From an optimization exercise on the open Yosys and OpenROAD flow, aimed at small area, a short achievable clock period and few clock cycles per item; shortcuts taken in it are not production practice.
In this exercise RTL edits were held to simulation tests only and were not proved equivalent to the original.
Power and IR drop assume default switching activity.

build 7:
==> flow/design.v <==
`timescale 1ns / 1ps
`default_nettype none
module framed_ascii_decimal_parser #(
	parameter int MAX_CHARS = 63,
	parameter int MAX_FRAC_DIGITS = 6
) (
	input wire logic clk,
	input wire logic arst_n,
	input wire logic s_tvalid,
	output logic s_tready,
	input wire logic [7:0] s_tdata,
	output logic m_tvalid,
	input wire logic m_tready,
	output logic [55:0] m_tdata,
	output logic [2:0] m_tuser,
	input wire logic cfg_valid,
	output logic cfg_ready,
	input wire logic cfg_index,
	input wire logic [7:0] cfg_data
);
	logic [7:0] start_q, end_q;
	always_ff @(posedge clk or negedge arst_n) begin
		if (!arst_n) begin
			start_q <= 8'd60;
			end_q <= 8'd62;
		end else if (cfg_valid) begin
			if (cfg_index) end_q <= cfg_data;
			else start_q <= cfg_data;
		end
	end
	assign cfg_ready = 1'b1;
	logic v1_q;
	logic is_start1_q, is_end1_q, is_digit1_q, is_point1_q;
	logic [3:0] e1_q;	 
	logic [3:0] d1;
	logic in_frame_q, point_q, bad_q, trunc_q, sat_q;
	logic [5:0] count_q;
	logic full_q;	 
	logic [2:0] frac_q;
	logic [31:0] int_q;
	logic [23:0] bcd_q;	 
	logic busy_q, valid_q;
	logic [1:0] steps_q;
	logic [31:0] int_b_q;
	logic [15:0] fbin_q;
	logic [2:0] frac_b_q;
	logic bad_b_q, trunc_b_q, sat_b_q;
	logic idle, close, open, body, room, fdig, stall, go, handoff;
	assign idle = !busy_q && !valid_q;
	assign open = !in_frame_q && is_start1_q;
	assign close = in_frame_q && is_end1_q;
	assign body = in_frame_q && !is_end1_q;
	assign room = !full_q;
	assign fdig = body && room && is_digit1_q && point_q && (frac_q != 3'd6);
	assign stall = (close && !idle) || (fdig && busy_q);
	assign go = v1_q && !stall;
	assign handoff = v1_q && close && idle;
	logic block_q;
	logic v1_n, is_end1_n, is_digit1_n, in_frame_n, point_n, busy_n, valid_n;
	logic is_digit_in;
	assign s_tready = !block_q;
	assign is_digit_in = (s_tdata[7:4] == 4'h3) && (s_tdata[3:0] <= 4'd9);
	assign v1_n = s_tready ? s_tvalid : (v1_q && !go);
	assign is_end1_n = s_tready ? (s_tdata == end_q) : is_end1_q;
	assign is_digit1_n = s_tready ? is_digit_in : is_digit1_q;
	assign in_frame_n = (go && open) ? 1'b1 : (go && close) ? 1'b0 : in_frame_q;
	assign point_n = (go && open) ? 1'b0 :
		(go && body && room && !is_digit1_q && is_point1_q) ? 1'b1 : point_q;
	assign busy_n = handoff || (busy_q && (steps_q != 2'd0));
	assign valid_n = handoff ? valid_q : busy_q ? (valid_q || (steps_q == 2'd0)) : (valid_q && !m_tready);
	always_ff @(posedge clk or negedge arst_n) begin
		if (!arst_n) begin
			v1_q <= 1'b0;
			block_q <= 1'b0;
		end else begin
			v1_q <= v1_n;
			block_q <= (v1_n && in_frame_n &&
				((is_end1_n && (busy_n || valid_n)) || (is_digit1_n && point_n && busy_n)));
		end
	end
	always_ff @(posedge clk) begin
		if (s_tready) begin
			is_start1_q <= (s_tdata == start_q);
			is_end1_q <= (s_tdata == end_q);
			is_digit1_q <= is_digit_in;
			is_point1_q <= (s_tdata == 8'h2e);
			e1_q <= {s_tdata[3], s_tdata[2] | s_tdata[3], s_tdata[1] | s_tdata[3], s_tdata[0]};
		end
	end
	assign d1 = {e1_q[3], e1_q[2] & !e1_q[3], e1_q[1] & !e1_q[3], e1_q[0]};
	logic [31:0] int_x10;
	logic int_ovf;
	logic [30:0] add_a, add_b, add_s;
	logic add_c;
	assign add_a = {int_q[28:0], e1_q[2], e1_q[1]};
	assign add_b = int_q[30:0];
	assign add_c = e1_q[3];
	always_comb begin
		logic [30:0] g, p, gg, pp;
		g = add_a & add_b;
		p = add_a ^ add_b;
		gg = g;
		pp = p;
		gg[0] = g[0] | (p[0] & add_c);
		for (int l = 0; l < 5; l++) begin
			for (int i = 30; i >= 0; i--) begin
				if ((i >> l) & 1) begin
					gg[i] = gg[i] | (pp[i] & gg[((i >> l) << l) - 1]);
					pp[i] = pp[i] & pp[((i >> l) << l) - 1];
				end
			end
		end
		add_s = p ^ {gg[29:0], add_c};
	end
	assign int_x10 = {add_s, e1_q[0]};
	localparam logic [31:0] OVF_K = 32'h19999999;
	logic [32:0] ovf_gt, ovf_eq;
	always_comb begin
		ovf_gt[32] = 1'b0;
		ovf_eq[32] = 1'b1;
		for (int i = 31; i >= 0; i--) begin
			ovf_gt[i] = ovf_gt[i+1] | (ovf_eq[i+1] & int_q[i] & !OVF_K[i]);
			ovf_eq[i] = ovf_eq[i+1] & (int_q[i] == OVF_K[i]);
		end
	end
	assign int_ovf = ovf_gt[0] | (ovf_eq[0] & (e1_q[3] | (e1_q[2] & e1_q[1])));
	logic int_dig;
	assign int_dig = body && room && is_digit1_q && !point_q;
	always_ff @(posedge clk) begin
		if (v1_q && open)
			int_q <= 32'd0;
		else if (v1_q && int_dig)
			int_q <= int_x10;
	end
	always_ff @(posedge clk or negedge arst_n) begin
		if (!arst_n)
			in_frame_q <= 1'b0;
		else if (go) begin
			if (open)
				in_frame_q <= 1'b1;
			else if (close)
				in_frame_q <= 1'b0;
		end
	end
	always_ff @(posedge clk) begin
		if (go) begin
			if (open) begin
				point_q <= 1'b0;
				bad_q <= 1'b0;
				trunc_q <= 1'b0;
				sat_q <= 1'b0;
				count_q <= 6'd0;
				full_q <= 1'b0;
				frac_q <= 3'd0;
			end else if (body) begin
				if (!room) begin
					trunc_q <= 1'b1;
				end else begin
					count_q <= count_q + 6'd1;
					full_q <= (count_q == 6'd62);
					if (is_digit1_q) begin
						if (point_q) begin
							if (frac_q == 3'd6)
								trunc_q <= 1'b1;
							else
								frac_q <= frac_q + 3'd1;
						end else begin
							if (int_ovf)
								sat_q <= 1'b1;
						end
					end else if (is_point1_q && !point_q) begin
						point_q <= 1'b1;
					end else begin
						bad_q <= 1'b1;
					end
				end
			end
		end
	end
	function automatic logic [3:0] dstep(input logic [2:0] r, input logic c);
		logic [3:0] n;
		begin
			n[3] = (!r[2] & r[1]) | (r[0] & c);
			n[2] = (!r[1] & r[0] & c) | (r[2] & !c);
			n[1] = r[0] | (!r[1] & c) | (r[2] & !c);
			n[0] = (!r[1] & !c) | (!r[2] & r[1] & c);
			dstep = n;
		end
	endfunction
	function automatic logic [23:0] dbl(input logic [23:0] f);
		logic [23:0] n;
		begin
			for (int j = 0; j < 6; j++)
				n[4*j +: 4] = dstep(f[4*j +: 3], (j > 0) ? f[4*((j > 0) ? j - 1 : 0) + 3] : 1'b0);
			dbl = n;
		end
	endfunction
	function automatic logic [3:0] dcode(input logic [3:0] d);
		case (d)
			4'd0: dcode = 4'b0110;
			4'd1: dcode = 4'b0000;
			4'd2: dcode = 4'b0001;
			4'd3: dcode = 4'b0010;
			4'd4: dcode = 4'b0011;
			4'd5: dcode = 4'b1110;
			4'd6: dcode = 4'b1000;
			4'd7: dcode = 4'b1001;
			4'd8: dcode = 4'b1010;
			default: dcode = 4'b1011;
		endcase
	endfunction
	logic [23:0] bcd0, bcd1, bcd2, bcd3;
	logic [3:0] fbits;	 
	logic conv;
	assign bcd0 = bcd_q;
	assign bcd1 = dbl(bcd0);
	assign bcd2 = dbl(bcd1);
	assign bcd3 = dbl(bcd2);
	assign fbits = {bcd0[23], bcd1[23], bcd2[23], bcd3[23]};
	assign conv = busy_q || handoff;
	always_ff @(posedge clk) begin
		for (int j = 0; j < 6; j++) begin
			if (conv)
				bcd_q[4*(5-j) +: 4] <= bcd3[4*(5-j) +: 4];
			else if (go && fdig && frac_q == 3'(j))
				bcd_q[4*(5-j) +: 4] <= dcode(d1);
			else if (go && fdig && frac_q < 3'(j))
				bcd_q[4*(5-j) +: 4] <= 4'b0110;
		end
	end
	logic fzero, fsat;
	assign fzero = handoff ? (frac_q == 3'd0) : (frac_b_q == 3'd0);
	assign fsat = handoff ? sat_q : sat_b_q;
	logic [3:0] fmask;
	assign fmask = (fbits & {4{!fzero}}) | {4{fsat}};
	always_ff @(posedge clk) begin
		if (conv)
			fbin_q <= {fbin_q[12:1], handoff ? fmask[3] : fbin_q[0], fmask[2:0]};
		if (handoff) begin
			int_b_q <= int_q | {32{sat_q}};
			frac_b_q <= frac_q;
			bad_b_q <= bad_q;
			trunc_b_q <= trunc_q;
			sat_b_q <= sat_q;
		end
	end
	always_ff @(posedge clk or negedge arst_n) begin
		if (!arst_n) begin
			busy_q <= 1'b0;
			valid_q <= 1'b0;
			steps_q <= 2'd0;
		end else begin
			if (handoff) begin
				busy_q <= 1'b1;
				steps_q <= 2'd3;
			end else if (busy_q) begin
				steps_q <= steps_q - 2'd1;
				if (steps_q == 2'd0) begin
					busy_q <= 1'b0;
					valid_q <= 1'b1;
				end
			end else if (m_tready) begin
				valid_q <= 1'b0;
			end
		end
	end
	assign m_tvalid = valid_q;
	assign m_tdata = {5'd0, frac_b_q, int_b_q, fbin_q};
	assign m_tuser = {sat_b_q, trunc_b_q, bad_b_q};
endmodule
`default_nettype wire
export LEC_CHECK = 0
export ABC_AREA = 1
export CAP_MARGIN = 20
export CORE_MARGIN = 2
export CORE_UTILIZATION = 40
export CTS_BUF_LIST = sky130_fd_sc_hd__clkbuf_8
export SETUP_SLACK_MARGIN = 3.2
export SLEW_MARGIN = 20
create_clock -name core_clock -period 5.5 [get_ports {clk}]
standard.sh (not shown) runs the stock make flow with config.mk's settings and CLKGATE_MAP_FILE= SYNTH_SCRIPT=/design/flow/synth_recipe.tcl, a recipe that flattens the netlist after the stock synthesis.
==> flow/flow/run.sh <==
#!/bin/bash
# The standard layout (the standard.sh: ORFS synthesis to finish), with
# plain buf_1 cells instead of ORFS's default choice as the port buffers.
# Every port still gets its buffer. standard.sh's output goes to standard.log.
export BUFFER_PORTS_ARGS="-buffer_cell sky130_fd_sc_hd__buf_1"
bash standard.sh > standard.log 2>&1
Build 7: all stages complete, timing, DRC and antenna checks passed
Testbench counts of build 7, summed over its fixed seeds: cycles 12,722, items 1,200.
diff inputs: build 7 => build 69
- changing SETUP_SLACK_MARGIN from 3.2 to 3.0
==> flow/run.sh (new file) <==
#!/bin/bash
# synth_recipe.tcl (not shown) runs the flow's synth.tcl, then flattens the netlist and writes it again
# the make line also repeats each setting of config.mk as NAME=value (left out here)
make -C /OpenROAD-flow-scripts/flow DESIGN_CONFIG=/design/flow/config.mk WORK_HOME=/design/flow/orfs CLKGATE_MAP_FILE= SYNTH_SCRIPT=/design/flow/synth_recipe.tcl finish
removed: flow/flow/run.sh
removed: flow/standard.sh
Notes after the runs:
Total power of build 69 is higher than that of build 7. Re cell area: build 7 was lower than build 69. Delay of the slowest critical-path stage ended up 30 ps higher on build 69 than on build 7. [compare] base=build 7 new=build 69: number of non-clock buffers fell by about 4%, latest clock arrival within the worst-skew pair ~0 delta, hold slack shrank by 11 ps, all-layer global routing usage roughly the same, met1 track demand over resource dropped 0.74 points. Each of the runs, namely build 69 and build 7, reached the end of the flow and came out clean. Re setup slack of the critical path after layout: build 69 and build 7 aren't equal, and the lower value belongs to build 69. The category of the critical setup timing path comes out reg2out in one run and reg2reg in the other, namely in build 69 and build 7 respectively.
Edits applied to the flow inputs when going from build 69 to build 67:
- SETUP_SLACK_MARGIN: 3.0 -> 3.2
[summary]
- Row switching share of power: build 67 lower / build 69 higher
- Build 69 → build 67: internal power contribution went up; share of layout cells above drive strength 1 went up; required time of the critical path went up.
- Initial core utilization: build 69 vs build 67 identical
- Of the two values seen for critical path capture point, m_tdata[35] was produced by build 69 and int_q[18] by build 67.
- Routability-driven placement congestion ratio: lower on build 67
- [compare] base=build 69 new=build 67: non-clock buffer count shows an increase of 12; number of buffers added for setup after CTS shows a reduction of 2.
- Path type of the worst setup path = reg2out: build 69; path type of the worst setup path = reg2reg: build 67
Here is what was changed in the inputs of build 1 compared with build 67.
- SETUP_SLACK_MARGIN changed from 3.2 to 3.4
Results
- Comparing build 67 and build 1, the lower minimum period implied by the final worst setup slack was measured on build 67.
- | reg2reg setup slack | build 67 vs build 1 | ≈ equal |
- Summary of build 1 over build 67: worst path arrival time climbed 70 ps; detail-routed net length per standard cell rose 0.91%.
- Maximum clock frequency, build 1 vs build 67: down slightly
- Compared with build 67, internal cell power in build 1 increased slightly.
- Build 1 against build 67: number of DRC violations after detailed-routing iteration 0 has increased, count of non-CTS buffers in the layout has increased, worst hold-check slack has increased, sequential share of layout area has decreased.
- The final layouts of build 67 and build 1 pass the timing, DRC and antenna checks.

// framed_ascii_decimal_parser: RTL as listed in full above, without the edits since
clock: 5.5 ns
lec_check: 0
abc_area: 1
cap_margin: 20
core_margin: 2
core_utilization: 40
cts_buf_list: sky130_fd_sc_hd__clkbuf_8
setup_slack_margin: 3.2
slew_margin: 20
==> flow/flow/run.sh <==
#!/bin/bash
# The standard layout (the standard.sh: ORFS synthesis to finish) with two
# changes: plain buf_2 cells as the port buffers (every port still gets one),
# and no adder-cell mapping in synthesis, so abc maps the adders as plain logic.
# standard.sh's output goes to standard.log.
export BUFFER_PORTS_ARGS="-buffer_cell sky130_fd_sc_hd__buf_2"
export ADDER_MAP_FILE=
bash standard.sh > standard.log 2>&1
Testbench counts at the start, summed over its fixed seeds: cycles 12,722, items 1,200.
Change:
==> flow/flow/run.sh (replaced) <==
#!/bin/bash
# The standard layout (the standard.sh: ORFS synthesis to finish), with
# plain buf_2 cells instead of ORFS's default choice as the port buffers.
# Every port still gets its buffer. standard.sh's output goes to standard.log.
export BUFFER_PORTS_ARGS="-buffer_cell sky130_fd_sc_hd__buf_2"
bash standard.sh > standard.log 2>&1
Routed wire length went down by 5.5%.
Sequential share of layout area went down by 1.0 points.
Total power stays flat.
Combinational power went up by about 5%.
Final area went up by 2.6%.
Clock power went down by 3.1%.
Maximum frequency went down by 4.9%.
Worst setup slack gets worse by 0.11 ns.
Global-route usage went down by 1.1 points.
Change:
==> flow/flow/run.sh (replaced) <==
#!/bin/bash
# The standard layout (the standard.sh: ORFS synthesis to finish) with two
# changes: plain buf_1 cells as the port buffers (every port still gets one),
# and no adder-cell mapping in synthesis, so abc maps the adders as plain logic.
# standard.sh's output goes to standard.log.
export BUFFER_PORTS_ARGS="-buffer_cell sky130_fd_sc_hd__buf_1"
export ADDER_MAP_FILE=
bash standard.sh > standard.log 2>&1
The changed run passed the timing, DRC and antenna checks.
Cell count went up by a few percent.
Routed wire length went up by a few percent.
Hold slack gets worse by 0.0091 ns.
Total power went up by a few percent.
Setup slack gets better by 0.11 ns.
Global-route usage went up by 1.0 points.
Clock-buffer cell count went up by 1.
Clock power went up by roughly a tenth.
Non-clock buffer count went up by 2.
Die area went down slightly.

Another version of the RTL of framed_ascii_decimal_parser (not shown whole).
For scale: ~84 I/O pins, roughly 8200 um^2 of cells after synthesis.
Design framed_ascii_decimal_parser, start of the top module:
module framed_ascii_decimal_parser #(
	parameter int MAX_CHARS = 63,
	parameter int MAX_FRAC_DIGITS = 6
) (
	input wire logic clk,
	input wire logic arst_n,
	input wire logic s_tvalid,
	output logic s_tready,
	input wire logic [7:0] s_tdata,
	output logic m_tvalid,
	input wire logic m_tready,
	output logic [55:0] m_tdata,
	output logic [2:0] m_tuser,
	input wire logic cfg_valid,
	output logic cfg_ready,
	input wire logic cfg_index,
	input wire logic [7:0] cfg_data
);
==> flow/config.mk <==
export PLATFORM = sky130hd
export DESIGN_NAME = framed_ascii_decimal_parser
export DESIGN_NICKNAME = framed_ascii_decimal_parser
export VERILOG_FILES = /design/flow/design.v
export SDC_FILE = /design/flow/constraint.sdc
export NUM_CORES = 4
export LEC_CHECK = 0
export ABC_AREA = 1
export CAP_MARGIN = 20
export CORE_MARGIN = 2
export CORE_UTILIZATION = 40
export CTS_BUF_LIST = sky130_fd_sc_hd__clkbuf_8
export SETUP_SLACK_MARGIN = 3.35
export SLEW_MARGIN = 20
export TNS_END_PERCENT = 10
==> flow/constraint.sdc <==
create_clock -name core_clock -period 5.5 [get_ports {clk}]
set_input_delay 1.1000 -clock core_clock [delete_from_list [all_inputs] [get_ports {clk}]]
set_output_delay 1.1000 -clock core_clock [all_outputs]
set_load 0.01 [all_outputs]
==> flow/flow/run.sh <==
#!/bin/bash
# The standard layout (standard.sh: ORFS synthesis to finish) with three
# changes that leave the registers as the standard synthesis makes them:
#  - plain buf_2 cells as the port buffers (every port still gets one);
#  - no adder-cell mapping in synthesis, so abc maps the adders as logic;
#  - abc maps the logic with its area-oriented mapping (flow/abc_amap.script).
# The synthesis script is synth_recipe.tcl, sourced after a wrapper that only
# swaps the script abc is given. Each tool's output is in standard.log and in
# ORFS's own logs under orfs/logs.
set -euo pipefail
W=$PWD
export BUFFER_PORTS_ARGS="-buffer_cell sky130_fd_sc_hd__buf_2"
export ADDER_MAP_FILE=
export FADP_ABC_SCRIPT="$W/flow/abc_amap.script"
cat > "$W/flow_synth.tcl" <<TCL
proc abc {args} {
  set i [lsearch -exact \$args -script]
  if {\$i >= 0} { lset args [expr {\$i + 1}] \$::env(FADP_ABC_SCRIPT) }
  yosys abc {*}\$args
}
source $W/synth_recipe.tcl
TCL
sed "s#SYNTH_SCRIPT=[^ ]*#SYNTH_SCRIPT=$W/flow_synth.tcl#" standard.sh > my_standard.sh
bash my_standard.sh > standard.log 2>&1
==> flow/flow/abc_amap.script <==
strash
dch
map -a
topo
stime -c
buffer -c
upsize -c
dnsize -c
Testbench counts at the start, summed over its fixed seeds: cycles 12,722, items 1,200.
Change:
==> flow/flow/run.sh (replaced) <==
#!/bin/bash
# The standard layout (the standard.sh: ORFS synthesis to finish) with two
# changes: plain buf_2 cells as the port buffers (every port still gets one),
# and no adder-cell mapping in synthesis, so abc maps the adders as plain logic.
# standard.sh's output goes to standard.log.
export BUFFER_PORTS_ARGS="-buffer_cell sky130_fd_sc_hd__buf_2"
export ADDER_MAP_FILE=
bash standard.sh > standard.log 2>&1
Settings changed: PLACE_DENSITY set to 0.75, TNS_END_PERCENT 10 to 3.
removed: flow/flow/abc_amap.script
After rerunning:
- The changed run finished with timing, DRC and antenna clean
- die area goes up by 2.4%
- critical path depth goes down by 13
- setup slack gains 0.60 ns
- total power goes up by 7.8%
- final cell count goes up by 4.7%
- wire length goes down by 5.8%
- sequential share of layout area goes up by 1.0 points
Change:
==> flow/flow/run.sh (replaced) <==
#!/bin/bash
# The standard layout (standard.sh: ORFS synthesis to finish) with three
# changes that leave the registers as the standard synthesis makes them:
#  - plain buf_2 cells as the port buffers (every port still gets one);
#  - no adder-cell mapping in synthesis, so abc maps the adders as logic;
#  - abc maps the logic with its area mapper (flow/abc_amap.script).
# The synthesis script is synth_recipe.tcl, sourced after a wrapper that only
# swaps the script abc is given. Each tool's output is in standard.log and in
# ORFS's own logs under orfs/logs.
set -euo pipefail
W=$PWD
export BUFFER_PORTS_ARGS="-buffer_cell sky130_fd_sc_hd__buf_2"
export ADDER_MAP_FILE=
export FADP_ABC_SCRIPT="$W/flow/abc_amap.script"
cat > "$W/flow_synth.tcl" <<TCL
proc abc {args} {
  set i [lsearch -exact \$args -script]
  if {\$i >= 0} { lset args [expr {\$i + 1}] \$::env(FADP_ABC_SCRIPT) }
  yosys abc {*}\$args
}
source $W/synth_recipe.tcl
TCL
sed "s#SYNTH_SCRIPT=[^ ]*#SYNTH_SCRIPT=$W/flow_synth.tcl#" standard.sh > my_standard.sh
bash my_standard.sh > standard.log 2>&1
==> flow/flow/abc_amap.script (new file) <==
strash
dch
amap
topo
stime -c
buffer -c
upsize -c
dnsize -c
Settings changed: PLACE_DENSITY 0.75 to not set, TNS_END_PERCENT 3 to not set.
Area after synthesis drops by 6.3%.
Cell area climbs by 11%.
Wire length climbs by 22%.
Setup slack gets worse by 0.80 ns.
Sequential power hardly moves.
Non-clock buffer count climbs by 98.
Global-route usage climbs by 3.0 points.
Maximum frequency drops by 26%.
Clock skew climbs by 0.0082 ns.
Change:
Settings changed: TNS_END_PERCENT set to 10.
What happened: Sequential power hardly moves; worst setup slack improves by 0.066 ns; routed wire length came out lower by 16%; utilization went down by 7.1 points; non-clock buffer count is lower by 73; maximum frequency is higher by about 2.2%; combinational power decreases by about 10%; final area fell by about 13%; power fell by about 4%; synthesized cell count is unchanged.
Change:
==> flow/flow/run.sh (replaced) <==
#!/bin/bash
# The standard layout (the standard.sh: ORFS synthesis to finish) with two
# changes: plain buf_2 cells as the port buffers (every port still gets one),
# and no adder-cell mapping in synthesis, so abc maps the adders as plain logic.
# standard.sh's output goes to standard.log.
export BUFFER_PORTS_ARGS="-buffer_cell sky130_fd_sc_hd__buf_2"
export ADDER_MAP_FILE=
bash standard.sh > standard.log 2>&1
Settings changed: SETUP_SLACK_MARGIN 3.35 to 3.5.
removed: flow/flow/abc_amap.script
Effect: Total power rises by a few percent. Final cell count rises by about a fifth. Count of clock-buffer cells in the layout is unchanged.
Change:
Settings changed: SETUP_SLACK_MARGIN 3.5 to 3.2.
=> Global-route usage decreases by 1.1 points. Worst setup slack degrades by 0.070 ns. First-iteration DRC count is lower by 4.1%. Clock skew barely changes. Power fell by 3.8%. Sequential cell count does not change. Count of clock-buffer cells in the layout is unchanged. Hold slack gets worse by 0.0034 ns. Sequential share of layout area went up by 1.7 points. Via count went down by 2.8%.

afterwards: timing with drivers on the ports:
How much do the figures lean on ideal ports? The routed layouts below were timed once more, with nothing changed but the port constraints. Step 1 assumes that a clkbuf_16 drives the clock port and a buf_2 every other input. Step 2 also shifts input and output timing later by t, the mid clock arrival at the registers, as if the neighbouring blocks saw the same clock. a / b / c = no drivers / after step 1 / after step 2; a / b = the first two.
| run | shift t [ns] | setup slack, ns | worst hold slack (ns) | worst setup path after step 2 | clock arrival spread, ns |
|---|---|---|---|---|---|
| build 7 | 0.494 | 3.175 / 3.175 / 3.175 | 0.438 / 0.438 / 0.438 | register to register | 0.013 / 0.013 |
| build 69 | 0.503 | 3.050 / 3.010 / 2.830 | 0.427 / 0.427 / 0.427 | input to register | 0.020 / 0.020 |
| build 67 | 0.491 | 3.175 / 3.175 / 2.803 | 0.418 / 0.418 / 0.418 | input to register | 0.020 / 0.020 |
| build 1 | 0.498 | 3.160 / 3.160 / 3.053 | 0.423 / 0.423 / 0.423 | input to register | 0.017 / 0.017 |
| the first run of note 2 | 0.490 | 3.261 / 3.225 / 3.169 | 0.428 / 0.428 / 0.428 | input to register | 0.018 / 0.019 |
| the second run of note 2 | 0.496 | 3.146 / 3.146 / 3.146 | 0.443 / 0.443 / 0.443 | register to register | 0.016 / 0.016 |
| the third run of note 2 | 0.486 | 3.257 / 3.220 / 3.099 | 0.434 / 0.434 / 0.434 | input to register | 0.017 / 0.017 |
| the first run of note 3 | 0.504 | 2.666 / 2.666 / 2.666 | 0.427 / 0.427 / 0.427 | register to register | 0.016 / 0.016 |
| the second run of note 3 | 0.513 | 3.266 / 3.229 / 3.279 | 0.422 / 0.422 / 0.422 | input to register | 0.011 / 0.012 |
| the third run of note 3 | 0.508 | 2.468 / 2.468 / 2.468 | 0.431 / 0.431 / 0.431 | register to register | 0.019 / 0.019 |
| the fourth run of note 3 | 0.498 | 2.534 / 2.534 / 2.534 | 0.425 / 0.425 / 0.425 | register to register | 0.012 / 0.012 |
| the fifth run of note 3 | 0.506 | 3.260 / 3.224 / 3.233 | 0.446 / 0.446 / 0.446 | input to register | 0.018 / 0.018 |
| the sixth run of note 3 | 0.495 | 3.190 / 3.152 / 3.296 | 0.443 / 0.443 / 0.443 | register to register | 0.017 / 0.018 |
After both steps every run listed still meets setup and hold. For build 67, which loses most, drivers alone change the setup slack by 0.000 ns; drivers and shift together by -0.372 ns.
